Background: an optimization exercise with open tools, aiming at small area, a short achievable clock period and few clock cycles per item. Do not read the settings as production practice.
The RTL was checked by simulation tests, not by an equivalence proof against the original design.
Power and IR drop assume default switching activity.

[flow/design.v]
`default_nettype none
package sat_pkg;
    typedef logic [2:0] op_t;
    typedef logic [2:0] rc_t;
    localparam op_t OP_CLEAR  = 3'd0;
    localparam op_t OP_ADD    = 3'd1;
    localparam op_t OP_BEGIN  = 3'd2;
    localparam op_t OP_REPORT = 3'd3;
    localparam op_t OP_TICK   = 3'd4;
    localparam op_t OP_CANCEL = 3'd5;
    localparam op_t OP_REMOVE = 3'd6;
    localparam rc_t RC_OK      = 3'd0;
    localparam rc_t RC_WINDOW  = 3'd1;
    localparam rc_t RC_UNKNOWN = 3'd2;
    localparam rc_t RC_DUP     = 3'd3;
    localparam rc_t RC_FULL    = 3'd4;
    localparam rc_t RC_BADIDX  = 3'd5;
    localparam int CFG_IDX_W = 8;
    localparam int CFG_DATA_W = 16;
    localparam logic [CFG_IDX_W-1:0] CFG_TIMEOUT     = 8'd0;
    localparam logic [CFG_IDX_W-1:0] CFG_ACCEPT_CODE = 8'd1;
    localparam logic [15:0] TIMEOUT_RESET = 16'd8;
    localparam logic [7:0]  ACCEPT_RESET  = 8'd0;
    typedef struct packed {
        op_t         op;
        logic [63:0] node_iid;
        logic [7:0]  report_status;
        logic [5:0]  entry_index;
    } sat_req_t;
    typedef struct packed {
        rc_t        result_code;
        logic [6:0] member_count;
        logic       window_open;
        logic       admission_done;
        logic [6:0] accepted_total;
        logic [6:0] rejected_total;
        logic [6:0] silent_total;
        logic       table_empty;
        logic [5:0] match_index;
    } sat_rsp_t;
    typedef enum logic [2:0] {
        ST_IDLE,
        ST_EXEC,
        ST_FIND,
        ST_SHIFT,
        ST_COMPACT,
        ST_FINISH
    } state_t;
endpackage
`default_nettype wire
`default_nettype none
module sat_id_ram #(
    parameter int DEPTH = 16
) (
    input  wire logic             clk,
    input  wire logic [DEPTH-1:0] we,
    input  wire logic [63:0]      wdata,
    input  wire logic [63:0]      key,
    output logic      [DEPTH-1:0] match
);
    logic [63:0] mem [DEPTH];
    always_ff @(posedge clk)
    begin
        for (int i = 0; i < DEPTH; i++)
        begin
            if (we[i])
            begin
                mem[i] <= wdata;
            end
        end
    end
    always_comb
    begin
        for (int i = 0; i < DEPTH; i++)
        begin
            match[i] = mem[i] == key;
        end
    end
endmodule
`default_nettype wire
`default_nettype none
module sat_ctrl #(
    parameter int MAX_ENTRIES = 16
) (
    input  wire logic              clk,
    input  wire logic              rst_n,
    input  wire logic              req_valid,
    output logic                   req_ready,
    input  wire sat_pkg::sat_req_t req,
    output logic                   rsp_valid,
    input  wire logic              rsp_ready,
    output sat_pkg::sat_rsp_t      rsp,
    input  wire logic [15:0]       timeout_ticks,
    input  wire logic [7:0]        accepted_code
);
    localparam int N  = MAX_ENTRIES;
    localparam int AW = (N > 1) ? $clog2(N) : 1;
    localparam int CW = $clog2(N + 1);
    localparam int NP = N * (N - 1) / 2;
    localparam logic [CW-1:0] FULL_COUNT = CW'(N);
    function automatic int pidx(input int p, input int q);
        pidx = p * N - (p * (p + 1)) / 2 + (q - p - 1);
    endfunction
    logic [N-1:0]  occ_reg, rep_reg, acc_reg;
    logic [NP-1:0] ord_reg;
    logic [AW-1:0] rank_reg [N];
    logic [N-1:0]  drop_reg;
    logic [CW-1:0] count_reg, vcount_reg, nacc_reg, nrej_reg, nsil_reg;
    logic          window_reg;
    logic [15:0]   countdown_reg;
    logic          r_valid;
    logic          r_clear, r_add, r_begin, r_report, r_tick, r_cancel, r_remove;
    logic [N-1:0]  r_match;
    logic [N-1:0]  r_slot;
    logic          r_eq;
    logic [5:0]    r_idx;
    logic          s_valid;
    logic          s_clear, s_add, s_begin, s_report, s_tick, s_cancel, s_remove;
    logic [N-1:0]  s_win;
    logic          s_any;
    logic [N-1:0]  s_slot;
    logic          s_eq;
    logic [5:0]    s_idx;
    logic              rsp_valid_reg;
    sat_pkg::sat_rsp_t rsp_reg;
    logic          dropping;
    logic [N-1:0]  used_c, used_n, free_n, slot_n, slot_q;
    logic          full_q, pend_free, sure_full, stall_add;
    logic          r_grow, s_grow, r_free_op, s_free_op;
    logic          rsp_free, hold, adv, s_free, bubble, adv2, fire;
    logic [N-1:0]  we, match_in;
    logic [N-1:0]  drop_next;
    logic          drop_any_reg;
    logic [2:0]    count_top_reg;
    assign dropping = drop_any_reg;
    assign used_c = occ_reg | drop_reg | ((r_valid && r_add) ? r_slot : '0) |
                    ((s_valid && s_add) ? s_slot : '0);
    assign used_n = used_c | we;
    assign free_n = ~used_n;
    always_comb
    begin
        for (int i = 0; i < N; i++)
        begin
            slot_n[i] = free_n[i];
            for (int j = 0; j < i; j++)
            begin
                slot_n[i] = slot_n[i] & ~free_n[j];
            end
        end
    end
    always_ff @(posedge clk or negedge rst_n)
    begin
        if (!rst_n)
        begin
            slot_q <= N'(1);
            full_q <= 1'b0;
        end
        else
        begin
            slot_q <= slot_n;
            full_q <= &used_n;
        end
    end
    assign pend_free = dropping || (r_valid && r_free_op) || (s_valid && s_free_op);
    assign sure_full = !pend_free &&
                       (count_top_reg[2] ||
                        (count_top_reg[1] && ((r_valid && r_grow) != (s_valid && s_grow))) ||
                        (count_top_reg[0] && r_valid && r_grow && s_valid && s_grow));
    assign stall_add = (req.op == sat_pkg::OP_ADD) && full_q && !sure_full;
    assign rsp_free  = !rsp_valid_reg || rsp_ready;
    assign hold      = dropping && s_report && window_reg;
    assign adv       = s_valid && rsp_free && !hold;
    assign s_free    = !s_valid || adv;
    assign bubble    = r_remove && (dropping ||
                                    (s_valid && (s_remove ||
                                                 (s_report && window_reg && nsil_reg == CW'(1)) ||
                                                 (s_tick && window_reg && countdown_reg[15:1] == '0))));
    assign adv2      = r_valid && s_free && !bubble;
    assign req_ready = (!r_valid || adv2) && !stall_add;
    assign fire      = req_valid && req_ready;
    assign we        = (fire && req.op == sat_pkg::OP_ADD) ? slot_q : '0;
    sat_id_ram #(
        .DEPTH (N)
    ) u_ids (
        .clk   (clk),
        .we    (we),
        .wdata (req.node_iid),
        .key   (req.node_iid),
        .match (match_in)
    );
    always_ff @(posedge clk or negedge rst_n)
    begin
        if (!rst_n)
        begin
            r_valid <= 1'b0;
        end
        else if (fire)
        begin
            r_valid <= 1'b1;
        end
        else if (adv2)
        begin
            r_valid <= 1'b0;
        end
    end
    always_ff @(posedge clk)
    begin
        if (fire)
        begin
            r_clear  <= req.op == sat_pkg::OP_CLEAR;
            r_add    <= req.op == sat_pkg::OP_ADD;
            r_begin  <= req.op == sat_pkg::OP_BEGIN;
            r_report <= req.op == sat_pkg::OP_REPORT;
            r_tick   <= req.op == sat_pkg::OP_TICK;
            r_cancel <= req.op == sat_pkg::OP_CANCEL;
            r_remove <= req.op == sat_pkg::OP_REMOVE;
            r_match  <= match_in;
            r_slot   <= slot_q;
            r_grow    <= req.op == sat_pkg::OP_ADD && !full_q;
            r_free_op <= req.op == sat_pkg::OP_CLEAR || req.op == sat_pkg::OP_REPORT ||
                         req.op == sat_pkg::OP_TICK || req.op == sat_pkg::OP_REMOVE;
            r_eq     <= req.report_status == accepted_code;
            r_idx    <= req.entry_index;
        end
    end
    logic [N-1:0]  sel, first, win_o, f_hit, win;
    logic          any_o, any;
    assign f_hit = r_match & ((s_valid && s_add) ? s_slot : '0);
    assign sel   = occ_reg & r_match & ((s_valid && s_remove) ? ~s_win : '1);
    logic [N-1:0]  r_tgt;
    logic [CW-1:0] count_f;
    logic          r_bad;
    assign count_f = count_reg + CW'(s_valid && s_grow);
    assign r_bad   = r_idx >= 6'(count_f);
    always_comb
    begin
        for (int p = 0; p < N; p++)
        begin
            r_tgt[p] = !r_bad &&
                       ((occ_reg[p] && rank_reg[p] == r_idx[AW-1:0]) ||
                        (s_valid && s_grow && s_slot[p] && vcount_reg[AW-1:0] == r_idx[AW-1:0]));
        end
    end
    always_comb
    begin
        for (int q = 0; q < N; q++)
        begin
            first[q] = 1'b1;
            for (int p = 0; p < N; p++)
            begin
                if (p < q)
                begin
                    first[q] = first[q] & (~sel[p] | ~ord_reg[pidx(p, q)]);
                end
                else if (p > q)
                begin
                    first[q] = first[q] & (~sel[p] | ord_reg[pidx(q, p)]);
                end
            end
        end
    end
    assign win_o = sel & first;
    assign any_o = |sel;
    assign win   = any_o ? win_o : f_hit;
    assign any   = any_o || (|f_hit);
    always_ff @(posedge clk or negedge rst_n)
    begin
        if (!rst_n)
        begin
            s_valid <= 1'b0;
        end
        else if (adv2)
        begin
            s_valid <= 1'b1;
        end
        else if (adv)
        begin
            s_valid <= 1'b0;
        end
    end
    always_ff @(posedge clk)
    begin
        if (adv2)
        begin
            s_clear  <= r_clear;
            s_add    <= r_add;
            s_begin  <= r_begin;
            s_report <= r_report;
            s_tick   <= r_tick;
            s_cancel <= r_cancel;
            s_remove <= r_remove;
            s_win    <= r_remove ? r_tgt : win;
            s_any    <= any;
            s_slot   <= r_slot;
            s_grow    <= r_grow;
            s_free_op <= r_free_op;
            s_eq     <= r_eq;
            s_idx    <= r_idx;
        end
    end
    logic [AW-1:0] win_rank;
    logic          rep_w, tgt_rep, tgt_acc;
    logic          found, rep_ok, one_left, close_rep, cd_last, close_tick, close;
    logic          eq_ok, rej_ok;
    logic [N-1:0]  acc_u;
    logic [CW-1:0] acc_total, rej_total, sil_total;
    logic          bad_idx, full, add_ok, rm_now;
    always_comb
    begin
        win_rank = '0;
        for (int p = 0; p < N; p++)
        begin
            win_rank = win_rank | (s_win[p] ? rank_reg[p] : '0);
        end
    end
    assign rep_w      = |(s_win & rep_reg);
    assign tgt_rep    = |(s_win & rep_reg);
    assign tgt_acc    = |(s_win & acc_reg);
    assign found      = s_report && window_reg && s_any;
    assign rep_ok     = found && !rep_w;
    assign eq_ok      = rep_ok && s_eq;
    assign rej_ok     = rep_ok && !s_eq;
    assign one_left   = nsil_reg == CW'(1);
    assign close_rep  = rep_ok && one_left;
    assign cd_last    = countdown_reg[15:1] == '0;
    assign close_tick = s_tick && window_reg && cd_last;
    assign close      = close_rep || close_tick;
    assign acc_u      = acc_reg | (eq_ok ? s_win : '0);
    assign acc_total = close_rep ? (s_eq ? nacc_reg + 1'b1 : nacc_reg) :
                       close_tick ? nacc_reg : '0;
    assign rej_total = close_rep ? (s_eq ? nrej_reg : nrej_reg + 1'b1) :
                       close_tick ? nrej_reg : '0;
    assign sil_total = close_tick ? nsil_reg : '0;
    assign bad_idx = s_idx >= 6'(count_reg);
    assign full    = count_reg == FULL_COUNT;
    assign add_ok  = s_add && !full;
    assign rm_now  = s_remove && !bad_idx;
    logic [N-1:0]  occ_next, rep_next, acc_next;
    logic [CW-1:0] count_next, nacc_next, nrej_next, nsil_next;
    logic          window_next;
    logic [15:0]   countdown_next;
    sat_pkg::rc_t  rc;
    always_comb
    begin
        occ_next       = occ_reg;
        rep_next       = rep_reg;
        acc_next       = acc_reg;
        count_next     = count_reg;
        nacc_next      = nacc_reg;
        nrej_next      = nrej_reg;
        nsil_next      = nsil_reg;
        window_next    = window_reg;
        countdown_next = countdown_reg;
        rc             = sat_pkg::RC_OK;
        if (s_clear)
        begin
            occ_next    = '0;
            count_next  = '0;
            nacc_next   = '0;
            nrej_next   = '0;
            nsil_next   = '0;
            window_next = 1'b0;
        end
        if (s_add)
        begin
            if (full)
            begin
                rc = sat_pkg::RC_FULL;
            end
            else
            begin
                occ_next   = occ_reg | s_slot;
                rep_next   = rep_reg & ~s_slot;
                acc_next   = acc_reg & ~s_slot;
                count_next = count_reg + 1'b1;
                nsil_next  = nsil_reg + 1'b1;
            end
        end
        if (s_begin)
        begin
            rep_next       = '0;
            acc_next       = '0;
            nacc_next      = '0;
            nrej_next      = '0;
            nsil_next      = count_reg;
            window_next    = 1'b1;
            countdown_next = (timeout_ticks == '0) ? 16'd1 : timeout_ticks;
        end
        if (s_report)
        begin
            if (!window_reg)
            begin
                rc = sat_pkg::RC_WINDOW;
            end
            else if (!s_any)
            begin
                rc = sat_pkg::RC_UNKNOWN;
            end
            else if (rep_w)
            begin
                rc = sat_pkg::RC_DUP;
            end
        end
        if (rep_ok)
        begin
            rep_next  = rep_reg | s_win;
            acc_next  = acc_u;
            nsil_next = nsil_reg - 1'b1;
        end
        if (eq_ok)
        begin
            nacc_next = nacc_reg + 1'b1;
        end
        if (rej_ok)
        begin
            nrej_next = nrej_reg + 1'b1;
        end
        if (s_tick && window_reg)
        begin
            countdown_next = countdown_reg - 16'd1;
        end
        if (close)
        begin
            occ_next    = occ_reg & acc_u;
            count_next  = acc_total;
            nacc_next   = acc_total;
            nrej_next   = '0;
            nsil_next   = '0;
            window_next = 1'b0;
        end
        if (s_cancel)
        begin
            window_next = 1'b0;
        end
        if (s_remove)
        begin
            if (bad_idx)
            begin
                rc = sat_pkg::RC_BADIDX;
            end
            else
            begin
                occ_next   = occ_reg & ~s_win;
                count_next = count_reg - 1'b1;
                nacc_next  = nacc_reg - CW'(tgt_acc);
                nrej_next  = nrej_reg - CW'(tgt_rep && !tgt_acc);
                nsil_next  = nsil_reg - CW'(!tgt_rep);
            end
        end
    end
    always_ff @(posedge clk or negedge rst_n)
    begin
        if (!rst_n)
        begin
            occ_reg    <= '0;
            count_reg  <= '0;
            count_top_reg <= '0;
            nacc_reg   <= '0;
            nrej_reg   <= '0;
            nsil_reg   <= '0;
            window_reg <= 1'b0;
        end
        else if (adv)
        begin
            occ_reg    <= occ_next;
            count_reg  <= count_next;
            count_top_reg <= {count_next == CW'(N), count_next == CW'(N - 1),
                              count_next == CW'(N - 2)};
            nacc_reg   <= nacc_next;
            nrej_reg   <= nrej_next;
            nsil_reg   <= nsil_next;
            window_reg <= window_next;
        end
    end
    always_ff @(posedge clk)
    begin
        if (adv)
        begin
            rep_reg       <= rep_next;
            acc_reg       <= acc_next;
            countdown_reg <= countdown_next;
        end
    end
    logic [N-1:0] ord_set;
    assign ord_set = (adv && add_ok) ? s_slot : '0;
    always_ff @(posedge clk)
    begin
        for (int p = 0; p < N; p++)
        begin
            for (int q = p + 1; q < N; q++)
            begin
                ord_reg[pidx(p, q)] <= (ord_reg[pidx(p, q)] & ~ord_set[p]) | ord_set[q];
            end
        end
    end
    logic [N-1:0]  dcand, dnext, dpick_q;
    logic [AW-1:0] dnext_rank, drank_q, dec_idx;
    logic          dstep, dec_go, clear_go;
    logic [CW-1:0] new_rank;
    assign dcand = drop_reg & ~dpick_q;
    always_comb
    begin
        dnext_rank = '0;
        for (int i = 0; i < N; i++)
        begin
            dnext[i] = dcand[i];
            for (int j = 0; j < i; j++)
            begin
                dnext[i] = dnext[i] & ~dcand[j];
            end
            dnext_rank = dnext_rank | (dnext[i] ? rank_reg[i] : '0);
        end
    end
    assign dstep    = |dpick_q;
    assign clear_go = adv && s_clear;
    assign dec_go   = dstep || (adv && rm_now);
    assign dec_idx  = dstep ? drank_q : s_idx[AW-1:0];
    assign new_rank = vcount_reg - CW'(dstep);
    always_ff @(posedge clk or negedge rst_n)
    begin
        if (!rst_n)
        begin
            dpick_q <= '0;
        end
        else
        begin
            dpick_q <= clear_go ? '0 : dnext;
        end
    end
    always_ff @(posedge clk)
    begin
        drank_q <= dnext_rank - AW'(dstep && dnext_rank > drank_q);
    end
    always_ff @(posedge clk)
    begin
        for (int p = 0; p < N; p++)
        begin
            if (ord_set[p])
            begin
                rank_reg[p] <= new_rank[AW-1:0];
            end
            else if (dec_go && rank_reg[p] > dec_idx)
            begin
                rank_reg[p] <= rank_reg[p] - 1'b1;
            end
        end
    end
    assign drop_next = (drop_reg & ~dpick_q) | ((adv && close) ? occ_reg & ~acc_u : '0);
    always_ff @(posedge clk or negedge rst_n)
    begin
        if (!rst_n)
        begin
            drop_reg     <= '0;
            drop_any_reg <= 1'b0;
            vcount_reg   <= '0;
        end
        else if (clear_go)
        begin
            drop_reg     <= '0;
            drop_any_reg <= 1'b0;
            vcount_reg   <= '0;
        end
        else
        begin
            drop_reg     <= drop_next;
            drop_any_reg <= |drop_next;
            vcount_reg   <= vcount_reg + CW'(adv && add_ok) - CW'(dec_go);
        end
    end
    always_ff @(posedge clk or negedge rst_n)
    begin
        if (!rst_n)
        begin
            rsp_valid_reg <= 1'b0;
        end
        else if (adv)
        begin
            rsp_valid_reg <= 1'b1;
        end
        else if (rsp_ready)
        begin
            rsp_valid_reg <= 1'b0;
        end
    end
    always_ff @(posedge clk)
    begin
        if (adv)
        begin
            rsp_reg.result_code    <= rc;
            rsp_reg.member_count   <= 7'(count_next);
            rsp_reg.window_open    <= window_next;
            rsp_reg.admission_done <= close;
            rsp_reg.accepted_total <= 7'(acc_total);
            rsp_reg.rejected_total <= 7'(rej_total);
            rsp_reg.silent_total   <= 7'(sil_total);
            rsp_reg.table_empty    <= (((close_rep && !s_eq) || close_tick) && nacc_reg == '0) ||
                                      (rm_now && count_reg == CW'(1));
            rsp_reg.match_index    <= found ? 6'(win_rank) : '0;
        end
    end
    assign rsp_valid = rsp_valid_reg;
    assign rsp       = rsp_reg;
endmodule
`default_nettype wire
`default_nettype none
module session_admission_table_core #(
    parameter int MAX_ENTRIES = 16
) (
    input  wire logic                              clk,
    input  wire logic                              rst_n,
    input  wire logic                              req_valid,
    output logic                                   req_ready,
    input  wire sat_pkg::sat_req_t                 req,
    output logic                                   rsp_valid,
    input  wire logic                              rsp_ready,
    output sat_pkg::sat_rsp_t                      rsp,
    input  wire logic                              cfg_valid,
    output logic                                   cfg_ready,
    input  wire logic [sat_pkg::CFG_IDX_W-1:0]     cfg_index,
    input  wire logic [sat_pkg::CFG_DATA_W-1:0]    cfg_data
);
    logic [15:0] timeout_reg;
    logic [7:0]  accept_code_reg;
    assign cfg_ready = 1'b1;
    sat_ctrl #(
        .MAX_ENTRIES (MAX_ENTRIES)
    ) u_ctrl (
        .clk           (clk),
        .rst_n         (rst_n),
        .req_valid     (req_valid),
        .req_ready     (req_ready),
        .req           (req),
        .rsp_valid     (rsp_valid),
        .rsp_ready     (rsp_ready),
        .rsp           (rsp),
        .timeout_ticks (timeout_reg),
        .accepted_code (accept_code_reg)
    );
    always_ff @(posedge clk or negedge rst_n)
    begin
        if (!rst_n)
        begin
            timeout_reg     <= sat_pkg::TIMEOUT_RESET;
            accept_code_reg <= sat_pkg::ACCEPT_RESET;
        end
        else if (cfg_valid && cfg_ready)
        begin
            if (cfg_index == sat_pkg::CFG_TIMEOUT)
            begin
                timeout_reg <= cfg_data;
            end
            else if (cfg_index == sat_pkg::CFG_ACCEPT_CODE)
            begin
                accept_code_reg <= cfg_data[7:0];
            end
        end
    end
endmodule
`default_nettype wire
`default_nettype none
module sat_top (
    input  wire logic        clk,
    input  wire logic        rst_n,
    input  wire logic        req_valid,
    output logic             req_ready,
    input  wire logic [2:0]  req_op,
    input  wire logic [63:0] req_node_iid,
    input  wire logic [7:0]  req_report_status,
    input  wire logic [5:0]  req_entry_index,
    output logic             rsp_valid,
    input  wire logic        rsp_ready,
    output logic [2:0]       rsp_result_code,
    output logic [6:0]       rsp_member_count,
    output logic             rsp_window_open,
    output logic             rsp_admission_done,
    output logic [6:0]       rsp_accepted_total,
    output logic [6:0]       rsp_rejected_total,
    output logic [6:0]       rsp_silent_total,
    output logic             rsp_table_empty,
    output logic [5:0]       rsp_match_index,
    input  wire logic        cfg_valid,
    output logic             cfg_ready,
    input  wire logic [7:0]  cfg_index,
    input  wire logic [15:0] cfg_data
);
    sat_pkg::sat_req_t req;
    sat_pkg::sat_rsp_t rsp;
    assign req.op            = req_op;
    assign req.node_iid      = req_node_iid;
    assign req.report_status = req_report_status;
    assign req.entry_index   = req_entry_index;
    assign rsp_result_code    = rsp.result_code;
    assign rsp_member_count   = rsp.member_count;
    assign rsp_window_open    = rsp.window_open;
    assign rsp_admission_done = rsp.admission_done;
    assign rsp_accepted_total = rsp.accepted_total;
    assign rsp_rejected_total = rsp.rejected_total;
    assign rsp_silent_total   = rsp.silent_total;
    assign rsp_table_empty    = rsp.table_empty;
    assign rsp_match_index    = rsp.match_index;
    session_admission_table_core #(
        .MAX_ENTRIES (16)
    ) u_core (
        .clk       (clk),
        .rst_n     (rst_n),
        .req_valid (req_valid),
        .req_ready (req_ready),
        .req       (req),
        .rsp_valid (rsp_valid),
        .rsp_ready (rsp_ready),
        .rsp       (rsp),
        .cfg_valid (cfg_valid),
        .cfg_ready (cfg_ready),
        .cfg_index (cfg_index),
        .cfg_data  (cfg_data)
    );
endmodule
`default_nettype wire
[flow/run.sh]
#!/bin/bash
# synth_recipe.tcl (not shown) runs the flow's synth.tcl, then flattens the netlist and writes it again
# the make line also repeats each setting of config.mk as NAME=value (left out here)
make -C /OpenROAD-flow-scripts/flow DESIGN_CONFIG=/design/flow/config.mk WORK_HOME=/design/flow/orfs CLKGATE_MAP_FILE= SYNTH_SCRIPT=/design/flow/synth_recipe.tcl finish
[flow/config.mk]
export PLATFORM = sky130hd
export DESIGN_NAME = sat_top
export DESIGN_NICKNAME = sat_top
export VERILOG_FILES = /design/flow/design.v
export SDC_FILE = /design/flow/constraint.sdc
export NUM_CORES = 4
export LEC_CHECK = 0
export CAP_MARGIN = 20
export CORE_MARGIN = 2
export CORE_UTILIZATION = 55
export SETUP_SLACK_MARGIN = 1.7
export SLEW_MARGIN = 20
[flow/constraint.sdc]
create_clock -name core_clock -period 5.0 [get_ports {clk}]
set_input_delay 1.0000 -clock core_clock [delete_from_list [all_inputs] [get_ports {clk}]]
set_output_delay 1.0000 -clock core_clock [all_outputs]
set_load 0.01 [all_outputs]
==> summary.txt, run 1 <==
Run status
  • Status: complete, no violations

STA
  • Worst slew pin tran: 1.12 ns
  • Final Hold Viols: 0
  • Period utilization: 70.8%
  • Time the worst path needs with I/O delays and setup: 3.54 ns
  • Slew Viols, Final: 0
  • Worst Hold Slack: 0.311 ns
  • RSZ-0062 raised after global routing: true
  • Max Clk Rate: 0.283 GHz
  • Finish-stage setup viols: 0
  • Final setup TNS: 0 ns
  • Clock Skews: 0.0247 ns
  • Worst slew margin: 25.4%

Finish
  • Layout area overhead: 14.7%
  • Ant. Diodes: 0
  • Layout cells sized above 1: 13.3%
  • # nets final: 5809
  • Largest register FFs: 1024

Logic synthesis
  • Count of different cell masters after synthesis: 103
  • Prevailing post-synth register cell: edfxtp_1
  • Mapped cell area: 69100 um2
  • Yosys warns: 5
  • Synth cell count leaders: edfxtp_1 (1263), xor2_1 (1105), nand2_1 (427)
  • Ranking of synthesized cells by area: edfxtp_1 (55%), xor2_1 (14%), dfrtp_1 (4.3%)
  • Syn avg cell area: 13.1 um2
  • Fraction of registers with async set/reset: 8.02%
  • Flops & latches, synth: 1508
  • Area leader, netlist: edfxtp_1
  • EDFF count, synth: 1263
  • Count leader, synth: edfxtp_1
  • Post-synth top area share: 54.9%
  • Register area share after synthesis: 62.9%
  • Syn Inst Count: 5264

Power
  • Part of the power in the clock network: 31.8%
  • Reg power frac: 46.2%
  • Combinational power share: 22.0%
  • Peak VDD IR: 0.395 mV
  • Pleak: 29.5 nW
  • Int Power: 25.0 mW
  • P_sw: 11.9 mW
  • Sw frac: 32.2%
  • Power Density: 465 nW/um2

CTS
  • CTS Hold Bufs: 0
  • Clock buffer depth: 3
  • Htree depth: 4
  • CTS buffer count: 159
  • Worst skew pair latency: 0.79 ns
  • CTS tree: done
  • Reg clk slew, reported paths: 0.06 ns
  • Clock root cell: clkbuf_16
  • Clk sink count: 1508

Critical path
  • CP Data Required Time: 4.00 ns
  • Worst setup path end: req_ready
  • WP data arrival: 2.54 ns
  • Slowest library cell on the worst path: edfxtp_1
  • Critical Path Source: u_core.u_ctrl.r_remove
  • R2R depth: 13
  • Critical Path End Type: output port
  • RR Startpoint: u_core.u_ctrl.dpick_q[0]
  • Worst Path Max Fanout: 12
  • CP Launch Type: flop
  • Worst Setup Path Type: reg2out
  • Reg2Reg Setup Slack: 1.77 ns
  • Crit path cell chain: o21ai_0, a21oi_1, o21ai_4, and2_4, buf_6
  • Delay of the slowest critical-path stage: 0.85 ns
  • Reg2reg end: u_core.u_ctrl.rank_reg[8][0]

Drt
  • Drt total wl: 220000 um
  • Post-route DRC: 0
  • Post-DRT Antenna Nets: 0
  • Drt first pass iters: 8
  • Via count: 45452
  • Iter 0 DRT Violations: 4896
  • Post-DR vias/cell: 6.18
  • Average wire per standard cell: 29.9 um

GRT
  • Largest net degree at the start of global routing: 97
  • Initial antenna violation count: 5
  • Global-route wire length before repair: 312000 um
  • Vias in the first global route: 43414
  • Total track usage: 34.1%
  • Gr ovfl total: 0

Die
  • Top-Level Pins: 153
  • Site Rows: 130
  • Initial Util: 55.3%
  • CORE AREA: 125000 um2
  • Height of the die: 358 um
  • Die W: 358 um
  • Die area: 129000 um2

Flow run
  • Max-cap violations: 0

Placement
  • GPL Wtd Cong: 0.990
  • PortBufs: 141
  • Post-DP HPWL: 152000 um

Hold path
  • Worst hold path type: in2async
==> cells in the final DEF, fill, tap and decap left out, types with 24 or more instances in the layout <==
| cell | synthesis | layout |
|---|---|---|
| edfxtp_1 | 1263 | 1263 |
| xor2_1 | 1105 | 1104 |
| nand2_1 | 427 | 426 |
| nor4_1 | 303 | 297 |
| buf_4 | 14 | 286 |
| clkbuf_16 | 0 | 168 |
| o21ai_0 | 182 | 166 |
| nor2_1 | 140 | 136 |
| dfxtp_1 | 124 | 124 |
| ha_1 | 121 | 118 |
| dfrtp_1 | 119 | 110 |
| a21oi_1 | 108 | 105 |
| nand4_1 | 91 | 91 |
| inv_1 | 82 | 78 |
| clkdlybuf4s50_1 | 0 | 75 |
| nor3_1 | 75 | 71 |
| a22oi_1 | 67 | 66 |
| o22ai_1 | 64 | 64 |
| buf_2 | 27 | 64 |
| xnor2_1 | 60 | 59 |
| nand3_1 | 58 | 56 |
| mux2i_1 | 48 | 45 |
| clkinv_1 | 1 | 37 |
| clkbuf_1 | 233 | 37 |
| nor2b_1 | 45 | 36 |
| a31oi_1 | 37 | 35 |
| a32oi_1 | 34 | 33 |
| nand2b_1 | 30 | 29 |
| a221oi_1 | 29 | 28 |
| a22o_1 | 28 | 28 |
| a21o_1 | 26 | 26 |
| mux2_2 | 25 | 25 |
| buf_12 | 1 | 24 |
==> area by class of cell <==
cell class | instances | area [um2]
sequential | 1508 | 43500
inverter | 85 | 338
clock buffer | 211 | 4420
fill | 9671 | 45800
clock inverter | 77 | 697
timing repair buffer | 455 | 3770
multi-input combinational | 3368 | 24500
tap | 1650 | 2060
==> worst min-delay path by stage <==
stage | startpoint | end | slack, ns | cells past startpoint
3_5_place_dp | u_core.u_ctrl.r_begin | u_core.u_ctrl.s_begin | 0.40 | 0
5_1_grt | rst_n | u_core.u_ctrl.nrej_reg[3] | 0.39 | 1
2_1_floorplan | u_core.u_ctrl.r_begin | u_core.u_ctrl.s_begin | 0.40 | 0
4_1_cts | rst_n | u_core.u_ctrl.nrej_reg[3] | 0.35 | 1
3_3_place_gp | u_core.u_ctrl.r_begin | u_core.u_ctrl.s_begin | 0.40 | 0
6_report | rst_n | u_core.u_ctrl.nrej_reg[3] | 0.31 | 1
==> what timing repair did <==
action	in CTS	in global routing
buffers inserted	22	24
resized for setup	68	41
pin swaps	7	16
endpoints found under the setup margin	276	412
==> power by group through the flow <==
stage / sequential, mW / combinational (mW) / clock (mW)
4_1_cts: 16.9 / 7.91 / 11.8
6_report: 17.0 / 8.12 / 11.7
3_5_place_dp: 17.2 / 7.73 / 0
2_1_floorplan: 16.3 / 5.03 / 0
5_1_grt: 17.1 / 8.83 / 12.3
3_3_place_gp: 17.2 / 7.57 / 0
==> routing by layer <==
layer | global-route usage, % | vias up | part of all wire, %
met4 | 16.5 | 2 | 5.5
met2 | 56.1 | 2030 | 48
met3 | 4.61 | 521 | 6.7
met1 | 44.9 | 22835 | 40
met5 | 0 | - | 0.0055
li1 | - | 20064 | -
==> kinds of logic after synthesis <==
group | after synthesis | share of synthesized area (%)
AOI/OAI and AO/OA | 724 | 7.23
xor gates and xnor gates | 1165 | 14.8
adders and majority gates | 122 | 2.22
buffers and inverters | 397 | 2.43
DFF | 1508 | 62.9
muxes | 73 | 1.10
other | 2 | 0.0109
and+or+nand+nor | 1273 | 9.39
==> per-stage QoR <==
stage          instance area (um2)  total power [mW]  setup slack (ns)  utilization, %  instances
4_1_cts                      78900              36.7              1.41            63.1       7330
6_report                     79300              36.9              1.46            63.4       7354
3_5_place_dp                 73400              24.9             0.706            58.7       7020
5_1_grt                      79300              38.2              1.32            63.4       7354
2_1_floorplan                69200              21.4              1.27               -       5273
3_3_place_gp                 73400              24.8             0.776            58.7       7020
==> worst max-delay path, delay by kind of cell (launching register included) <==
kind            cells  cell delay (ns)
buf+inv             1             0.12
compound gates      3             0.62
flops               1             0.85
simple gates        1             0.15
Testbench counts, summed over its fixed seeds: cycles 4,903, items 4,723.
==> run 2: changes to the inputs <==
--- a/flow/config.mk
+++ b/flow/config.mk
@@ -9,4 +9,4 @@
 export CORE_MARGIN = 2
 export CORE_UTILIZATION = 55
-export SETUP_SLACK_MARGIN = 1.7
+export SETUP_SLACK_MARGIN = 2.0
 export SLEW_MARGIN = 20
==> summary.txt, run 2 <==
GRT
  • Global-route wire length before repair: 313000 um (+0.38%)
  • GR Util met1: 45.9% (+0.99 points)
  • Gr ovfl total: 0 (unchanged)
  • Total track usage: 34.1% (about the same)
  • Vias in the first global route: 43718 (+0.70%)
  • Largest net degree at the start of global routing: 92 (-5.2%)
  • M3 GR Usage: 4.91% (+0.30 points)
  • Initial antenna violation count: 9 (+4)
  • GRT met2 Usage: 55.7% (-0.43 points)
  • Most Used Layer, Global Route: met2

Critical path
  • WP data arrival: 2.55 ns (about the same)
  • Critical Path End Type: output port
  • Reg2Reg Setup Slack: 1.69 ns (-0.08 ns)
  • RR Startpoint: u_core.u_ctrl.drop_reg[3]
  • Reg2reg end: u_core.u_ctrl.drank_q[2]
  • WP buf/inv: 2 (+1)
  • Worst Setup Path Type: reg2out
  • Worst Path Max Fanout: 2 (-10)
  • Delay of the slowest critical-path stage: 0.47 ns (-0.38 ns)
  • CP Launch Type: flop
  • Slowest library cell on the worst path: or4b_4
  • CP Data Required Time: 4.00 ns (about the same)
  • Crit path cell chain: inv_2, ha_1, or4b_4, o21bai_1, o21bai_4, o21ai_4, and2_4, buf_6
  • R2R depth: 14 (+1)
  • CP delay by family, top: simple AND/OR/NAND/NOR gates

Placement
  • GPL Wtd Cong: 0.994 (+0.39%)
  • Placed cells: 7025 (+0.071%)
  • PortBufs: 141 (unchanged)
  • Post-DP HPWL: 149000 um (-2.1%)
  • Place WS: 0.789 ns (+0.0823 ns)

STA
  • Final Hold Viols: 0 (unchanged)
  • Final WS setup: 1.45 ns (-0.0146 ns)
  • Clock Skews: 0.0318 ns (+0.00712 ns)
  • Time the worst path needs with I/O delays and setup: 3.55 ns (+0.0146 ns)
  • Slew Viols, Final: 0 (unchanged)
  • Period utilization: 71.1% (+0.29 points)
  • Finish-stage setup viols: 0 (unchanged)
  • Max Clk Rate: 0.281 GHz (-0.41%)
  • Worst slew margin: 26.0% (+0.60 points)
  • RSZ-0062 raised after global routing: true
  • Worst slew pin tran: 1.11 ns (-0.00897 ns)
  • Final setup TNS: 0 ns (unchanged)

Die
  • Height of the die: 358 um (unchanged)
  • Initial Util: 55.3% (unchanged)
  • Die area: 129000 um2 (unchanged)
  • Site Rows: 130 (unchanged)
  • CORE AREA: 125000 um2 (unchanged)
  • Top-Level Pins: 153 (unchanged)
  • Die W: 358 um (unchanged)

Drt
  • Average wire per standard cell: 30.2 um (+0.98%)
  • Via count: 46066 (+1.4%)
  • Drt first pass iters: 6 (-2)
  • Post-DRT Antenna Nets: 0 (unchanged)
  • Drt total wl: 223000 um (+1.6%)
  • Post-route DRC: 0 (unchanged)
  • Iter 0 DRT Violations: 5718 (+17%)
  • Post-DR vias/cell: 6.23 (+0.75%)

CTS
  • Clock root cell: clkbuf_16
  • Worst skew pair latency: 0.79 ns (about the same)
  • Clock buffer depth: 3 (unchanged)
  • Clk sink count: 1508 (unchanged)
  • CTS Hold Bufs: 0 (unchanged)
  • CTS tree: done
  • Htree depth: 4 (unchanged)
  • Reg clk slew, reported paths: 0.06 ns (about the same)
  • CTS buffer count: 160 (+0.63%)

Finish
  • Layout cells sized above 1: 15.1% (+1.8 points)
  • Largest register FFs: 1024 (unchanged)
  • Layout area overhead: 16.0%
  • # nets final: 5851 (+0.72%)
  • Layout Utilization: 64.1% (+0.70 points)
  • Non-filler cells, final: 7398 (+0.60%)
  • Most frequent cells in the layout: edfxtp_1 (1263), xor2_1 (1104), nand2_1 (421), buf_4 (300), nor4_1 (286)
  • Commonest non-fill, non-tap cell in the layout: edfxtp_1

Hold path
  • Worst hold path type: in2async

Logic synthesis
  • Post-synth top area share: 54.9% (unchanged)
  • Register area share after synthesis: 62.9% (unchanged)
  • Syn avg cell area: 13.1 um2 (unchanged)
  • EDFF count, synth: 1263 (unchanged)
  • Yosys warns: 5 (unchanged)
  • Fraction of registers with async set/reset: 8.02% (unchanged)
  • Flops & latches, synth: 1508 (unchanged)
  • Prevailing post-synth register cell: edfxtp_1
  • Area leader, netlist: edfxtp_1
  • Mapped cell area: 69100 um2 (unchanged)
  • Syn Inst Count: 5264 (unchanged)
  • Synth cell count leaders: edfxtp_1 (1263), xor2_1 (1105), nand2_1 (427)
  • Count leader, synth: edfxtp_1
  • Count of different cell masters after synthesis: 103 (unchanged)
  • Ranking of synthesized cells by area: edfxtp_1 (55%), xor2_1 (14%), dfrtp_1 (4.3%)

Power
  • Power Density: 462 nW/um2 (-0.63%)
  • Pleak: 29.8 nW (+1.0%)
  • Peak VDD IR: 0.379 mV (-4.0%)

Flow run
  • Max-cap violations: 0 (unchanged)

Run status
  • Status: complete, no violations
## run 2: how the worst max path moves through the flow
stage,start,end,slack (ns),cells past startpoint
after detailed placement,req_op[0],u_core.u_ctrl.slot_q[15],0.79,8
after global routing,u_core.u_ctrl.nsil_reg[1],req_ready,1.39,8
final,u_core.u_ctrl.nsil_reg[1],req_ready,1.45,8
after global placement,req_op[0],u_core.u_ctrl.slot_q[15],0.82,8
after floorplan,rsp_ready,u_core.u_ctrl.s_add,1.76,4
after CTS,u_core.u_ctrl.nsil_reg[1],req_ready,1.39,8
## run 2: kinds of logic (layout without fill, tap and decap cells)
group	Yosys count	in the layout	share of synthesized area (%)
flops	1508	1508	62.9
simple gates	1273	1279	9.39
xor+xnor	1165	1165	14.8
compound gates	724	725	7.23
buf+inv	397	864	2.43
fa+ha+maj	122	122	2.22
mux	73	73	1.10
other cells	2	12	0.0109
## run 2: layer usage
metal,share of wire [%],wire length [um]
met1,40,90000
met2,47,106000
met3,7.5,16800
met4,4.7,10600
met5,0,0
## run 2: cell type report
class | count | area (um2)
Antenna cell | 1 | 2.50
Clock buffer | 221 | 4520
Clock inverter | 69 | 492
Fill cell | 9559 | 44900
Inverter | 85 | 348
Multi-Input combinational cell | 3375 | 25100
Sequential cell | 1508 | 43500
Tap cell | 1650 | 2060
Timing Repair Buffer | 486 | 4160
Timing Repair inverter | 3 | 25.0
## run 2: stage by stage
step / area, um2 / hold WS (ns) / power [mW]
after floorplan: 69300 / 0.400 / 21.4
after global placement: 73600 / 0.401 / 24.8
after detailed placement: 73600 / 0.406 / 24.9
after CTS: 79300 / 0.362 / 36.6
after global routing: 80200 / 0.411 / 38.4
final: 80200 / 0.356 / 37.0
## run 2: power by group
group,internal [mW],switching [mW],leakage (nW)
clock network,6.45,4.97,2.46
registers,15.3,1.76,14.2
logic,3.22,5.37,13.2
## run 2: timing repair
| item | CTS | global route |
|---|---|---|
| gates resized for setup | 120 | 93 |
| gates cloned | 4 | 8 |
| endpoints found under the setup margin | 884 | 405 |
| pin swaps | 23 | 34 |
| setup buffers | 31 | 39 |
==> run 3: changes to the inputs <==
--- a/flow/design.v
+++ b/flow/design.v
@@ -109,4 +109,5 @@
     logic          window_reg;
     logic [15:0]   countdown_reg;
+    logic          nsil_one_reg, cd_last_reg;
     logic          r_valid;
     logic          r_clear, r_add, r_begin, r_report, r_tick, r_cancel, r_remove;
@@ -174,6 +175,6 @@
     assign bubble    = r_remove && (dropping ||
                                     (s_valid && (s_remove ||
-                                                 (s_report && window_reg && nsil_reg == CW'(1)) ||
-                                                 (s_tick && window_reg && countdown_reg[15:1] == '0))));
+                                                 (s_report && window_reg && nsil_one_reg) ||
+                                                 (s_tick && window_reg && cd_last_reg))));
     assign adv2      = r_valid && s_free && !bubble;
     assign req_ready = (!r_valid || adv2) && !stall_add;
@@ -321,7 +322,7 @@
     assign eq_ok      = rep_ok && s_eq;
     assign rej_ok     = rep_ok && !s_eq;
-    assign one_left   = nsil_reg == CW'(1);
+    assign one_left   = nsil_one_reg;
     assign close_rep  = rep_ok && one_left;
-    assign cd_last    = countdown_reg[15:1] == '0;
+    assign cd_last    = cd_last_reg;
     assign close_tick = s_tick && window_reg && cd_last;
     assign close      = close_rep || close_tick;
@@ -459,4 +460,5 @@
             nrej_reg   <= '0;
             nsil_reg   <= '0;
+            nsil_one_reg <= 1'b0;
             window_reg <= 1'b0;
         end
@@ -470,4 +472,5 @@
             nrej_reg   <= nrej_next;
             nsil_reg   <= nsil_next;
+            nsil_one_reg <= nsil_next == CW'(1);
             window_reg <= window_next;
         end
@@ -480,4 +483,5 @@
             acc_reg       <= acc_next;
             countdown_reg <= countdown_next;
+            cd_last_reg   <= countdown_next[15:1] == '0;
         end
     end
==> summary.txt, run 3 <==
GRT
  • Initial antenna violation count: 7 (-2)
  • Largest net degree at the start of global routing: 75 (-18%)
  • Gr ovfl total: 0 (unchanged)
  • Total track usage: 34.6% (+0.42 points)
  • Global-route wire length before repair: 318000 um (+1.4%)
  • Vias in the first global route: 44537 (+1.9%)

Critical path
  • WP buf/inv: 3 (+1)
  • Worst Path Max Fanout: 8 (+6)
  • CP Launch Type: flop
  • Most frequent CP cell: or4_4
  • WP data arrival: 4.08 ns (+1.53 ns)
  • CP Data Required Time: 5.68 ns (+1.68 ns)
  • Worst Setup Path Type: reg2reg
  • Delay of the slowest critical-path stage: 0.55 ns (+0.08 ns)
  • RR Startpoint: u_core.u_ctrl.dpick_q[1]
  • Crit path cell chain: nand2b_4, nand4_4, or4_4, or4_4, nor3_4, a2111oi_4, buf_4, inv_1, ha_1, o21ai_2, nand2b_1, a21oi_2, nor2_1, ha_2, ha_4, inv_2
  • Critical Path Source: u_core.u_ctrl.dpick_q[1]
  • Slowest library cell on the worst path: or4_4
  • Critical Path End Type: flop
  • CP delay by family, top: simple AND/OR/NAND/NOR gates

Flow run
  • Max-cap violations: 0 (unchanged)

Logic synthesis
  • Yosys warns: 5 (unchanged)
  • EDFF count, synth: 1264 (+0.079%)
  • Syn avg cell area: 13.1 um2 (-0.40%)
  • Syn Inst Count: 5277 (+0.25%)
  • Mapped cell area: 69000 um2 (-0.16%)
  • Count leader, synth: edfxtp_1
  • Area leader, netlist: edfxtp_1
  • Count of different cell masters after synthesis: 85 (-17%)
  • Prevailing post-synth register cell: edfxtp_1
  • Synth cell count leaders: edfxtp_1 (1264), xor2_1 (1099), nand2_1 (467)
  • Post-synth top area share: 55.0% (+0.13 points)
  • Ranking of synthesized cells by area: edfxtp_1 (55%), xor2_1 (14%), dfrtp_1 (4.4%)
  • Register area share after synthesis: 63.0% (+0.18 points)
  • Fraction of registers with async set/reset: 8.08% (+0.056 points)
  • Flops & latches, synth: 1510 (+0.13%)

CTS
  • Clock buffer depth: 3 (unchanged)
  • Htree depth: 4 (unchanged)
  • Clk sink count: 1510 (+0.13%)
  • Reg clk slew, reported paths: 0.06 ns (about the same)
  • CTS tree: done
  • Worst skew pair latency: 0.79 ns (about the same)
  • Clock root cell: clkbuf_16
  • CTS buffer count: 160 (unchanged)

STA
  • Worst slew pin tran: 1.06 ns (-0.0532 ns)
  • Final setup TNS: 0 ns (unchanged)
  • Final Hold Viols: 0 (unchanged)
  • Period utilization: 68.0% (-3.0 points)
  • Time the worst path needs with I/O delays and setup: 3.40 ns (-0.152 ns)
  • Finish-stage setup viols: 0 (unchanged)
  • Max Clk Rate: 0.294 GHz (+4.5%)
  • Clock Skews: 0.0359 ns (+0.00408 ns)
  • Worst slew margin: 29.6% (+3.5 points)
  • RSZ-0062 raised after global routing: true
  • Slew Viols, Final: 0 (unchanged)

Finish
  • Layout cells sized above 1: 15.0% (-0.12 points)
  • Most frequent cells in the layout: edfxtp_1 (1264), xor2_1 (1098), nand2_1 (461), buf_4 (313), nor4_1 (293)
  • # nets final: 5884 (+0.56%)
  • Fill cells: 9485 (-0.77%)
  • Commonest non-fill, non-tap cell in the layout: edfxtp_1
  • Layout area overhead: 16.0% (about the same)
  • Largest register FFs: 1024 (unchanged)

Die
  • CORE AREA: 124000 um2 (-0.77%)
  • Top-Level Pins: 153 (unchanged)
  • Initial Util: 55.6% (+0.34 points)
  • Height of the die: 358 um (about the same)
  • Die area: 128000 um2 (-0.15%)
  • Die W: 358 um (about the same)
  • Site Rows: 129 (-0.77%)

Drt
  • Drt first pass iters: 6 (unchanged)
  • Average wire per standard cell: 29.9 um (-0.88%)
  • Iter 0 DRT Violations: 5606 (-2.0%)
  • Via count: 46314 (+0.54%)
  • Drt total wl: 222000 um (-0.56%)
  • Post-DRT Antenna Nets: 0 (unchanged)
  • Post-DR vias/cell: 6.24 (+0.21%)
  • Post-route DRC: 0 (unchanged)

Power
  • Pleak: 30.0 nW (+0.53%)
  • Power Density: 529 nW/um2 (+15%)
  • Int Power: 27.3 mW (+9.4%)
  • Combinational power share: 30.2% (+7.0 points)
  • Peak VDD IR: 0.410 mV (+8.1%)
  • Sw frac: 35.7% (+3.0 points)
  • PnR Total Power: 42.4 mW (+14%)
  • P_sw: 15.1 mW (+25%)
  • Reg power frac: 42.8% (-3.2 points)
  • Part of the power in the clock network: 27.0% (-3.8 points)

Run status
  • Status: complete, no violations

Placement
  • Post-DP HPWL: 147000 um (-1.1%)
  • PortBufs: 141 (unchanged)
  • GPL Wtd Cong: 1.02 (+2.3%)

Hold path
  • Worst hold path type: in2async
run 3: changes by cell type after synthesis, sizes merged, moves of 15 or more:
cell	before	now
a21oi	111	90
a32o	17	1
o21ai	187	172
a22o	28	45
and3	39	14
nand2	428	469
run 3: area by class of cell:
type | instances | area, um2 | area share, %
Antenna cell | 4 | 10.0 | 0.0125
Clock buffer | 218 | 4400 | 5.49
Clock inverter | 72 | 591 | 0.737
Inverter | 84 | 347 | 0.433
Multi-Input combinational cell | 3407 | 25100 | 31.4
Sequential cell | 1510 | 43500 | 54.3
Tap cell | 1637 | 2050 | 2.56
Timing Repair Buffer | 487 | 4030 | 5.03
Timing Repair inverter | 3 | 21.3 | 0.0266
run 3: metrics by stage:
step	cell area (um2)	instances	setup WS, ns	hold slack, ns	util, %
floorplan	69300	5286	1.45	0.400	-
global placement	73500	7023	1.08	0.404	59.2
detailed placement	73500	7023	1.01	0.408	59.2
CTS	79400	7379	1.57	0.312	63.9
global route	80100	7421	1.47	0.350	64.5
finish	80100	7422	1.60	0.319	64.5
run 3: timing repair:
item                       in CTS  in global routing
setup buffers                  46                 36
setup endpoints to repair    1325                329
cloned                         20                  3
hold buffers                    0                  0
resized for setup             128                 74
pin swaps                      30                 33
run 3: path summary, 6_finish.rpt:
kind                                                  end  slack [ns]  cells after the start
worst min register to register       u_core.u_ctrl.s_tick        0.42                      0
worst max-delay path             u_core.u_ctrl.drank_q[1]        1.60                     16
worst max register to register   u_core.u_ctrl.drank_q[1]        1.60                     16
max in group asynchronous        u_core.u_ctrl.window_reg        3.57                      2
worst min-delay path            u_core.accept_code_reg[4]        0.32                      1
min in group core_clock              u_core.u_ctrl.s_tick        0.42                      0
run 3: worst reg2reg max path, stage by stage, from the launching register on:
cell,delay [ns]
dfrtp_1,0.39
nand2b_4,0.16
nand4_4,0.13
or4_4,0.46
or4_4,0.55
nor3_4,0.27
a2111oi_4,0.06
buf_4,0.18
inv_1,0.06
ha_1,0.25
o21ai_2,0.06
nand2b_1,0.08
a21oi_2,0.12
nor2_1,0.05
ha_2,0.19
ha_4,0.26
inv_2,0.02
run 3: metal layers:
metal	share of wire [%]	global-route usage (%)	wire [um]	up-vias
li1	-	-	-	20262
met1	39	43.9	85900	23230
met2	48	57.4	107000	2176
met3	6.8	5.47	15100	644
met4	6.3	18.2	13900	2
met5	0.0054	0	12	-
run 3: logic make-up (layout without fill, tap and decap cells):
logic type      count (synthesis)  in the layout  share of synthesized area, %
other cells                     2             15                        0.0109
compound gates                701            701                          7.00
buf+inv                       388            864                          2.22
mux                            81             81                          1.22
fa+ha+maj                     121            121                          2.20
flops                        1510           1510                          63.0
simple gates                 1315           1334                          9.60
xor+xnor                     1159           1159                          14.7
run 3: power by group through the flow:
| stage | combinational [mW] | sequential (mW) | clock, mW |
|---|---|---|---|
| 6_report | 12.8 | 18.2 | 11.5 |
| 5_1_grt | 14.0 | 18.2 | 12.1 |
| 4_1_cts | 12.3 | 18.0 | 11.6 |
| 3_5_place_dp | 11.6 | 18.2 | 0 |
| 3_3_place_gp | 11.4 | 18.2 | 0 |
| 2_1_floorplan | 7.61 | 17.2 | 0 |
Testbench counts of run 3, summed over its fixed seeds: cycles 4,903, items 4,723.
==> run 4: changes to the inputs <==
--- a/flow/design.v
+++ b/flow/design.v
@@ -113,4 +113,5 @@
     logic          r_clear, r_add, r_begin, r_report, r_tick, r_cancel, r_remove;
     logic [N-1:0]  r_match;
+    logic [AW-1:0] r_slot_i;
     logic [N-1:0]  r_slot;
     logic          r_eq;
@@ -120,4 +121,5 @@
     logic [N-1:0]  s_win;
     logic          s_any;
+    logic [AW-1:0] s_slot_i;
     logic [N-1:0]  s_slot;
     logic          s_eq;
@@ -129,5 +131,5 @@
     logic          full_q, pend_free, sure_full, stall_add;
     logic          r_grow, s_grow, r_free_op, s_free_op;
-    logic          rsp_free, hold, adv, s_free, bubble, adv2, fire;
+    logic          rsp_free, hold, adv, s_free, bubble, adv2, fire, r_load;
     logic [N-1:0]  we, match_in;
     logic [N-1:0]  drop_next;
@@ -135,7 +137,20 @@
     logic [2:0]    count_top_reg;
     assign dropping = drop_any_reg;
-    assign used_c = occ_reg | drop_reg | ((r_valid && r_add) ? r_slot : '0) |
-                    ((s_valid && s_add) ? s_slot : '0);
-    assign used_n = used_c | we;
+    logic [AW-1:0] slot_q_i;
+    always_comb
+    begin
+        slot_q_i = '0;
+        for (int i = 0; i < N; i++)
+        begin
+            slot_q_i = slot_q_i | (slot_q[i] ? AW'(i) : '0);
+        end
+        for (int i = 0; i < N; i++)
+        begin
+            r_slot[i] = r_grow && r_slot_i == AW'(i);
+            s_slot[i] = s_grow && s_slot_i == AW'(i);
+        end
+    end
+    assign used_c = occ_reg | drop_reg | (r_valid ? r_slot : '0) | (s_valid ? s_slot : '0);
+    assign used_n = used_c | (fire ? we : '0);
     assign free_n = ~used_n;
     always_comb
@@ -180,5 +195,6 @@
     assign req_ready = (!r_valid || adv2) && !stall_add;
     assign fire      = req_valid && req_ready;
-    assign we        = (fire && req.op == sat_pkg::OP_ADD) ? slot_q : '0;
+    assign we        = (req_valid && req.op == sat_pkg::OP_ADD) ? slot_q : '0;
+    assign r_load    = !r_valid || adv2;
     sat_id_ram #(
         .DEPTH (N)
@@ -207,5 +223,5 @@
     always_ff @(posedge clk)
     begin
-        if (fire)
+        if (r_load)
         begin
             r_clear  <= req.op == sat_pkg::OP_CLEAR;
@@ -217,5 +233,5 @@
             r_remove <= req.op == sat_pkg::OP_REMOVE;
             r_match  <= match_in;
-            r_slot   <= slot_q;
+            r_slot_i <= slot_q_i;
             r_grow    <= req.op == sat_pkg::OP_ADD && !full_q;
             r_free_op <= req.op == sat_pkg::OP_CLEAR || req.op == sat_pkg::OP_REPORT ||
@@ -293,5 +309,5 @@
             s_win    <= r_remove ? r_tgt : win;
             s_any    <= any;
-            s_slot   <= r_slot;
+            s_slot_i <= r_slot_i;
             s_grow    <= r_grow;
             s_free_op <= r_free_op;
@@ -498,6 +514,5 @@
         end
     end
-    logic [N-1:0]  dcand, dnext, dpick_q;
-    logic [AW-1:0] dnext_rank, drank_q, dec_idx;
+    logic [N-1:0]  dcand, dnext, dpick_q, dsel, dec;
     logic          dstep, dec_go, clear_go;
     logic [CW-1:0] new_rank;
@@ -505,5 +520,4 @@
     always_comb
     begin
-        dnext_rank = '0;
         for (int i = 0; i < N; i++)
         begin
@@ -513,5 +527,4 @@
                 dnext[i] = dnext[i] & ~dcand[j];
             end
-            dnext_rank = dnext_rank | (dnext[i] ? rank_reg[i] : '0);
         end
     end
@@ -519,6 +532,24 @@
     assign clear_go = adv && s_clear;
     assign dec_go   = dstep || (adv && rm_now);
-    assign dec_idx  = dstep ? drank_q : s_idx[AW-1:0];
     assign new_rank = vcount_reg - CW'(dstep);
+    assign dsel     = dpick_q | ((adv && rm_now) ? s_win : '0);
+    always_comb
+    begin
+        for (int p = 0; p < N; p++)
+        begin
+            dec[p] = 1'b0;
+            for (int q = 0; q < N; q++)
+            begin
+                if (q < p)
+                begin
+                    dec[p] = dec[p] | (dsel[q] & ord_reg[pidx(q, p)]);
+                end
+                else if (q > p)
+                begin
+                    dec[p] = dec[p] | (dsel[q] & ~ord_reg[pidx(p, q)]);
+                end
+            end
+        end
+    end
     always_ff @(posedge clk or negedge rst_n)
     begin
@@ -534,8 +565,4 @@
     always_ff @(posedge clk)
     begin
-        drank_q <= dnext_rank - AW'(dstep && dnext_rank > drank_q);
-    end
-    always_ff @(posedge clk)
-    begin
         for (int p = 0; p < N; p++)
         begin
@@ -544,5 +571,5 @@
                 rank_reg[p] <= new_rank[AW-1:0];
             end
-            else if (dec_go && rank_reg[p] > dec_idx)
+            else if (dec[p])
             begin
                 rank_reg[p] <= rank_reg[p] - 1'b1;
==> summary.txt, run 4 <==
Run status
  • Status: complete, no violations

Finish
  • Final instance area: 79800 um2 (-0.29%)
  • Layout cells sized above 1: 17.0% (+2.0 points)
  • Layout area overhead: 18.2%
  • Register area: 42700 um2 (-1.8%)
  • Largest register FFs: 1024 (unchanged)
  • # nets final: 5831 (-0.90%)
  • Fill cells: 9052 (-4.6%)
  • Footprint of the multi-input gates: 25100 um2 (-0.27%)
  • Commonest non-fill, non-tap cell in the layout: edfxtp_1
  • Most frequent cells in the layout: edfxtp_1 (1240), xor2_1 (1108), nand2_1 (399), buf_4 (336), nor4_1 (297)
  • Ant. Diodes: 0 (-4)

Drt
  • Average wire per standard cell: 31.7 um (+6.0%)
  • Drt total wl: 235000 um (+5.9%)
  • Iter 0 DRT Violations: 6386 (+14%)
  • Drt first pass iters: 9 (+3)
  • Post-route DRC: 0 (unchanged)
  • Via count: 47793 (+3.2%)
  • Post-DR vias/cell: 6.44 (+3.3%)
  • Post-DRT Antenna Nets: 0 (unchanged)

Logic synthesis
  • Compound-Gate Fraction of Synth Area: 7.79% (+0.79 points)
  • Xor/xnor share of the synthesized area: 14.9% (+0.22 points)
  • Syn avg cell area: 12.9 um2 (-1.5%)
  • Syn Inst Count: 5246 (-0.59%)
  • Mux contribution to synthesized area: 1.09% (-0.14 points)
  • Area leader, netlist: edfxtp_1
  • Count leader, synth: edfxtp_1
  • Synth cell count leaders: edfxtp_1 (1240), xor2_1 (1109), nand2_1 (406)
  • Register area share after synthesis: 63.2% (+0.15 points)
  • Adder-cell share of the synthesized area: 0.955% (-1.2 points)
  • Flops & latches, synth: 1482 (-1.9%)
  • Largest family of logic cells by synthesized area: XOR/XNOR gates
  • Fraction of registers with async set/reset: 8.23% (+0.15 points)
  • Count of different cell masters after synthesis: 84 (-1.2%)
  • Synth Area in Simple Gates: 9.83% (+0.22 points)
  • Prevailing post-synth register cell: edfxtp_1
  • Yosys warns: 5 (unchanged)
  • Ranking of synthesized cells by area: edfxtp_1 (55%), xor2_1 (14%), dfrtp_1 (4.4%)
  • EDFF count, synth: 1240 (-1.9%)
  • Post-synth top area share: 55.1% (+0.10 points)
  • Mapped cell area: 67600 um2 (-2.1%)

STA
  • Slew Viols, Final: 0 (unchanged)
  • Clock Skews: 0.0442 ns (+0.00833 ns)
  • Worst slew pin tran: 1.14 ns (+0.0806 ns)
  • Final setup TNS: 0 ns (unchanged)
  • RSZ-0062 raised after global routing: true
  • Worst slew margin: 24.2% (-5.4 points)
  • Period utilization: 68.5% (+0.48 points)
  • Max Clk Rate: 0.292 GHz (-0.70%)
  • Final Hold Viols: 0 (unchanged)
  • Worst Hold Slack: 0.310 ns (-0.00937 ns)
  • Time the worst path needs with I/O delays and setup: 3.43 ns (+0.0242 ns)
  • Finish-stage setup viols: 0 (unchanged)

Placement
  • Post-DP HPWL: 157000 um (+6.9%)
  • Post-DP Area: 72000 um2 (-2.0%)
  • PortBufs: 141 (unchanged)
  • GPL Wtd Cong: 1.06 (+4.3%)

Critical path
  • CP Data Required Time: 4.00 ns (-1.68 ns)
  • R2R depth: 10 (-6)
  • Worst Setup Path Type: reg2out
  • WP data arrival: 2.43 ns (-1.65 ns)
  • Worst Path Max Fanout: 2 (-6)
  • Critical Path End Type: output port
  • Critical Path Source: u_core.u_ctrl.s_tick
  • RR Startpoint: u_core.u_ctrl.s_tick
  • Reg2reg end: u_core.u_ctrl.cd_last_reg
  • CP Launch Type: flop
  • Reg2Reg Setup Slack: 1.60 ns (about the same)

GRT
  • Gr ovfl total: 0 (unchanged)
  • Total track usage: 36.9% (+2.4 points)
  • Global-route wire length before repair: 332000 um (+4.4%)
  • Largest net degree at the start of global routing: 95 (+27%)
  • Initial antenna violation count: 4 (-3)
  • Vias in the first global route: 45324 (+1.8%)

Power
  • PnR Total Power: 34.9 mW (-18%)
  • Pleak: 29.8 nW (-0.70%)
  • Power Density: 437 nW/um2 (-17%)
  • Peak VDD IR: 0.411 mV (+0.34%)

Die
  • Top-Level Pins: 153 (unchanged)
  • Height of the die: 355 um (-1.0%)
  • Die W: 355 um (-1.0%)
  • CORE AREA: 122000 um2 (-1.8%)
  • Initial Util: 55.4% (-0.15 points)
  • Site Rows: 128 (-0.78%)
  • Die area: 126000 um2 (-2.1%)

CTS
  • Clock buffer depth: 3 (unchanged)
  • Worst skew pair latency: 0.81 ns (+0.02 ns)
  • Clk sink count: 1482 (-1.9%)
  • Reg clk slew, reported paths: 0.06 ns (about the same)
  • CTS Hold Bufs: 0 (unchanged)
  • Htree depth: 4 (unchanged)
  • CTS buffer count: 156 (-2.5%)
  • Clock root cell: clkbuf_16
  • CTS tree: done

Hold path
  • Worst hold path type: in2async

Flow run
  • Max-cap violations: 0 (unchanged)
[run 4: changes by cell type after synthesis, sizes merged, moves of 24 or more]
cell,before,now
o22ai,73,98
nor2,134,229
nand2,469,406
a31oi,37,62
edfxtp,1264,1240
a21oi,90,128
a21o,12,50
o21ai,172,126
and3,14,39
ha,120,50
[run 4: cell families after synthesis]
group | Yosys count
XOR/XNOR | 1152
AND/OR/NAND/NOR | 1330
flip-flops | 1482
other | 2
multiplexers | 70
AO/OA/AOI/OAI | 774
adder cells (fa/ha/maj) | 51
buffers and inverters | 385
[run 4: where the power goes]
| part | internal (mW) | leakage [nW] | switching, mW |
|---|---|---|---|
| logic | 2.65 | 13.4 | 4.08 |
| registers | 14.7 | 14.0 | 2.20 |
| clock network | 6.26 | 2.39 | 4.98 |
| total | 23.7 | 29.8 | 11.3 |
[run 4: what timing repair did]
action / in CTS / in global routing
gates cloned: 5 / 4
pin swaps: 61 / 66
setup endpoints to repair: 383 / 194
setup buffers: 72 / 75
gates resized for setup: 168 / 162
[run 4: critical path: stages, from the launching register on]
cell      delay [ns]
edfxtp_1        0.39
buf_4           0.16
a22o_1          0.21
a311o_1         0.33
nand2_2         0.08
a21bo_4         0.14
and2_4          0.20
buf_6           0.12
[run 4: final cells by class]
cell class	instances	area share, %
inverters	83	0.431
flip-flops and latches	1482	53.5
multi-input cells	3391	31.4
repair inverters	1	0.0110
clock inverters	74	0.895
clock buffers	205	5.25
well taps	1625	2.55
repair buffers	555	6.00
[run 4: how the worst max path moves through the flow]
stage,depth (start not counted),end,slack [ns]
finish,7,req_ready,1.57
global route,7,req_ready,1.48
CTS,6,req_ready,1.57
global placement,12,u_core.u_ctrl.rank_reg[1][3],0.73
floorplan,9,u_core.u_ctrl.slot_q[12],1.40
detailed placement,13,u_core.u_ctrl.rank_reg[0][2],0.73
[run 4: metal layers]
layer  track usage [%]  share of wire [%]  up-vias  wire length [um]
met3              8.24                9.7      746             22800
met4              20.0                6.6        2             15600
met1              48.4                 38    23852             90000
met5                 0             0.0034        -                 8
li1                  -                  -    20281                 -
met2              57.6                 45     2912            107000
[run 4: per-stage QoR]
stage               std cells  utilization (%)  worst slack (ns)
floorplan                5255                -              1.40
global placement         6980             59.0             0.727
detailed placement       6980             59.1             0.732
CTS                      7336             64.2              1.57
global route             7416             65.5              1.48
finish                   7416             65.5              1.57
Testbench counts of run 4, summed over its fixed seeds: cycles 4,903, items 4,723.
==> run 5: changes to the inputs <==
--- a/flow/config.mk
+++ b/flow/config.mk
@@ -9,4 +9,5 @@
 export CORE_MARGIN = 2
 export CORE_UTILIZATION = 55
+export CTS_BUF_LIST = sky130_fd_sc_hd__clkbuf_8
 export SETUP_SLACK_MARGIN = 2.0
 export SLEW_MARGIN = 20
==> summary.txt, run 5 <==
Run status
  • Status: complete, no violations

Finish
  • Layout Utilization: 65.1% (-0.40 points)
  • # nets final: 5896 (+1.1%)
  • Layout cells sized above 1: 17.8% (+0.80 points)

Critical path
  • CP Data Required Time: 4.00 ns (about the same)
  • Delay of the slowest critical-path stage: 0.46 ns (+0.07 ns)
  • Critical Path End Type: output port
  • Worst Setup Path Type: reg2out

Logic synthesis
  • Compound-Gate Fraction of Synth Area: 7.79% (unchanged)
  • Synth cell count leaders: edfxtp_1 (1240), xor2_1 (1109), nand2_1 (406)
  • Register area share after synthesis: 63.2% (unchanged)
  • Mux contribution to synthesized area: 1.09% (unchanged)
  • Count leader, synth: edfxtp_1
  • Adder-cell share of the synthesized area: 0.955% (unchanged)
  • Syn avg cell area: 12.9 um2 (unchanged)
  • Ranking of synthesized cells by area: edfxtp_1 (55%), xor2_1 (14%), dfrtp_1 (4.4%)
  • Syn Inst Count: 5246 (unchanged)
  • Synth Area in Simple Gates: 9.83% (unchanged)
  • Xor/xnor share of the synthesized area: 14.9% (unchanged)
  • Mapped cell area: 67600 um2 (unchanged)
  • Count of different cell masters after synthesis: 84 (unchanged)
  • Area leader, netlist: edfxtp_1

CTS
  • Worst skew pair latency: 0.97 ns (+0.16 ns)
  • CTS tree: done
  • Clk sink count: 1482 (unchanged)

Die
  • Die W: 355 um (unchanged)
  • Site Rows: 128 (unchanged)
  • Height of the die: 355 um (unchanged)
  • Initial Util: 55.4% (unchanged)

STA
  • Final Hold Viols: 0 (unchanged)
  • Worst slew pin tran: 1.20 ns (+0.0656 ns)
  • Finish-stage setup viols: 0 (unchanged)
  • Worst slew margin: 19.8% (-4.4 points)
  • RSZ-0062 raised after global routing: true
  • Clock Skews: 0.0457 ns (+0.00154 ns)

Drt
  • Drt total wl: 236000 um (+0.42%)
  • Post-route DRC: 0 (unchanged)
  • Post-DR vias/cell: 6.36 (-1.4%)
  • Via count: 48092 (+0.63%)
  • Average wire per standard cell: 31.2 um (-1.6%)
  • Iter 0 DRT Violations: 6422 (+0.56%)
  • Drt first pass iters: 7 (-2)

GRT
  • Vias in the first global route: 45958 (+1.4%)
  • Gr ovfl total: 0 (unchanged)
  • Global-route wire length before repair: 333000 um (+0.46%)

Power
  • Power Density: 425 nW/um2 (-2.8%)
  • Pleak: 30.0 nW (+0.59%)

Placement
  • GPL Wtd Cong: 1.06 (unchanged)

Hold path
  • Worst hold path type: in2async
## run 5: final cells by class
| type | instances | area (um2) | area share, % |
|---|---|---|---|
| Antenna cell | 4 | 10.0 | 0.0126 |
| Clock buffer | 256 | 3520 | 4.44 |
| Clock inverter | 183 | 1030 | 1.29 |
| Inverter | 83 | 344 | 0.434 |
| Multi-Input combinational cell | 3390 | 24900 | 31.4 |
| Sequential cell | 1482 | 42700 | 53.8 |
| Tap cell | 1625 | 2030 | 2.56 |
| Timing Repair Buffer | 541 | 4780 | 6.02 |
| Timing Repair inverter | 1 | 8.76 | 0.0110 |
## run 5: logic make-up (layout without fill, tap and decap cells)
| kind of cell | count (synthesis) | count (layout) |
|---|---|---|
| AO/OA/AOI/OAI | 774 | 775 |
| XOR/XNOR | 1152 | 1152 |
| adder cells (fa/ha/maj) | 51 | 51 |
| buffers and inverters | 385 | 1064 |
| flip-flops | 1482 | 1482 |
| multiplexers | 70 | 70 |
| other | 2 | 15 |
| AND/OR/NAND/NOR | 1330 | 1331 |
## run 5: final timing paths
check                                                from                        endpoint  slack, ns  cells after the start
max                             u_core.u_ctrl.cd_last_reg                       req_ready       1.48                      6
min                                                 rst_n          u_core.timeout_reg[12]       0.15                      1
max reg2reg                u_core.u_ctrl.countdown_reg[0]       u_core.u_ctrl.cd_last_reg       1.68                     10
min reg2reg                           u_core.u_ctrl.r_add             u_core.u_ctrl.s_add       0.42                      0
max in group asynchronous                           rst_n     u_core.u_ctrl.vcount_reg[0]       3.82                      2
min in group core_clock                  req_node_iid[38]  u_core.u_ctrl.u_ids.mem[8][38]       0.41                      1
## run 5: routing by layer
metal  vias up  part of all wire [%]  global-route usage, %
met5         -                0.0097                      0
met1     23861                    38                   48.3
li1      20450                     -                      -
met4         4                   6.4                   20.8
met2      3010                    45                   57.5
met3       767                   9.9                   8.70
## run 5: timing repair
action / in CTS / in global routing
resized for setup: 183 / 155
setup endpoints to repair: 398 / 226
hold buffers: 0 / 0
setup buffers: 80 / 54
pin swaps: 59 / 69
cloned: 5 / 2
## run 5: where the power goes
| group | total (mW) | switching (mW) | internal [mW] | leakage (nW) |
|---|---|---|---|---|
| combinational | 6.77 | 4.10 | 2.67 | 13.4 |
| clock | 10.0 | 4.98 | 5.05 | 2.64 |
| sequential | 16.9 | 2.20 | 14.7 | 14.0 |
## run 5: through the flow
| step | power [mW] | cell area, um2 | instances | hold WS (ns) | setup slack (ns) |
|---|---|---|---|---|---|
| finish | 33.7 | 79400 | 7565 | 0.146 | 1.48 |
| global route | 34.8 | 79300 | 7562 | 0.184 | 1.37 |
| CTS | 33.0 | 78100 | 7504 | 0.131 | 1.39 |
| detailed placement | 22.5 | 72000 | 6980 | 0.406 | 0.732 |
| global placement | 22.5 | 72000 | 6980 | 0.401 | 0.727 |
| floorplan | 19.4 | 68000 | 5255 | 0.400 | 1.40 |

## separate check: timing with driven ports
The results above use ideal ports. As a check the final layouts listed here were re-extracted and re-timed, cells and wires unchanged.
Step 1, drivers: a clkbuf_16 drives clk and a buf_2 each remaining input, both assumed.
Step 2 times the ports against the registers' clock, not the clock port: input delays grow and output delays shrink by t, the midpoint of the rising clock arrivals with the driver on.
a / b / c = ideal / step 1 / step 2; a / b = the first two.
| run | shift t [ns] | setup slack, ns | hold WS [ns] |
|---|---|---|---|
| run 1 | 0.865 | 1.460 / 1.378 / 0.966 | 0.311 / 0.267 / 0.420 |
| run 2 | 0.853 | 1.446 / 1.367 / 1.110 | 0.356 / 0.318 / 0.423 |
| run 3 | 0.853 | 1.598 / 1.590 / 1.158 | 0.319 / 0.263 / 0.416 |
| run 4 | 0.868 | 1.573 / 1.493 / 1.136 | 0.310 / 0.270 / 0.405 |
| run 5 | 1.026 | 1.482 / 1.405 / 0.892 | 0.146 / 0.111 / 0.423 |
After both steps every run listed still meets setup and hold. For run 5, which loses most, drivers alone change the setup slack by -0.077 ns; drivers and shift together by -0.590 ns.
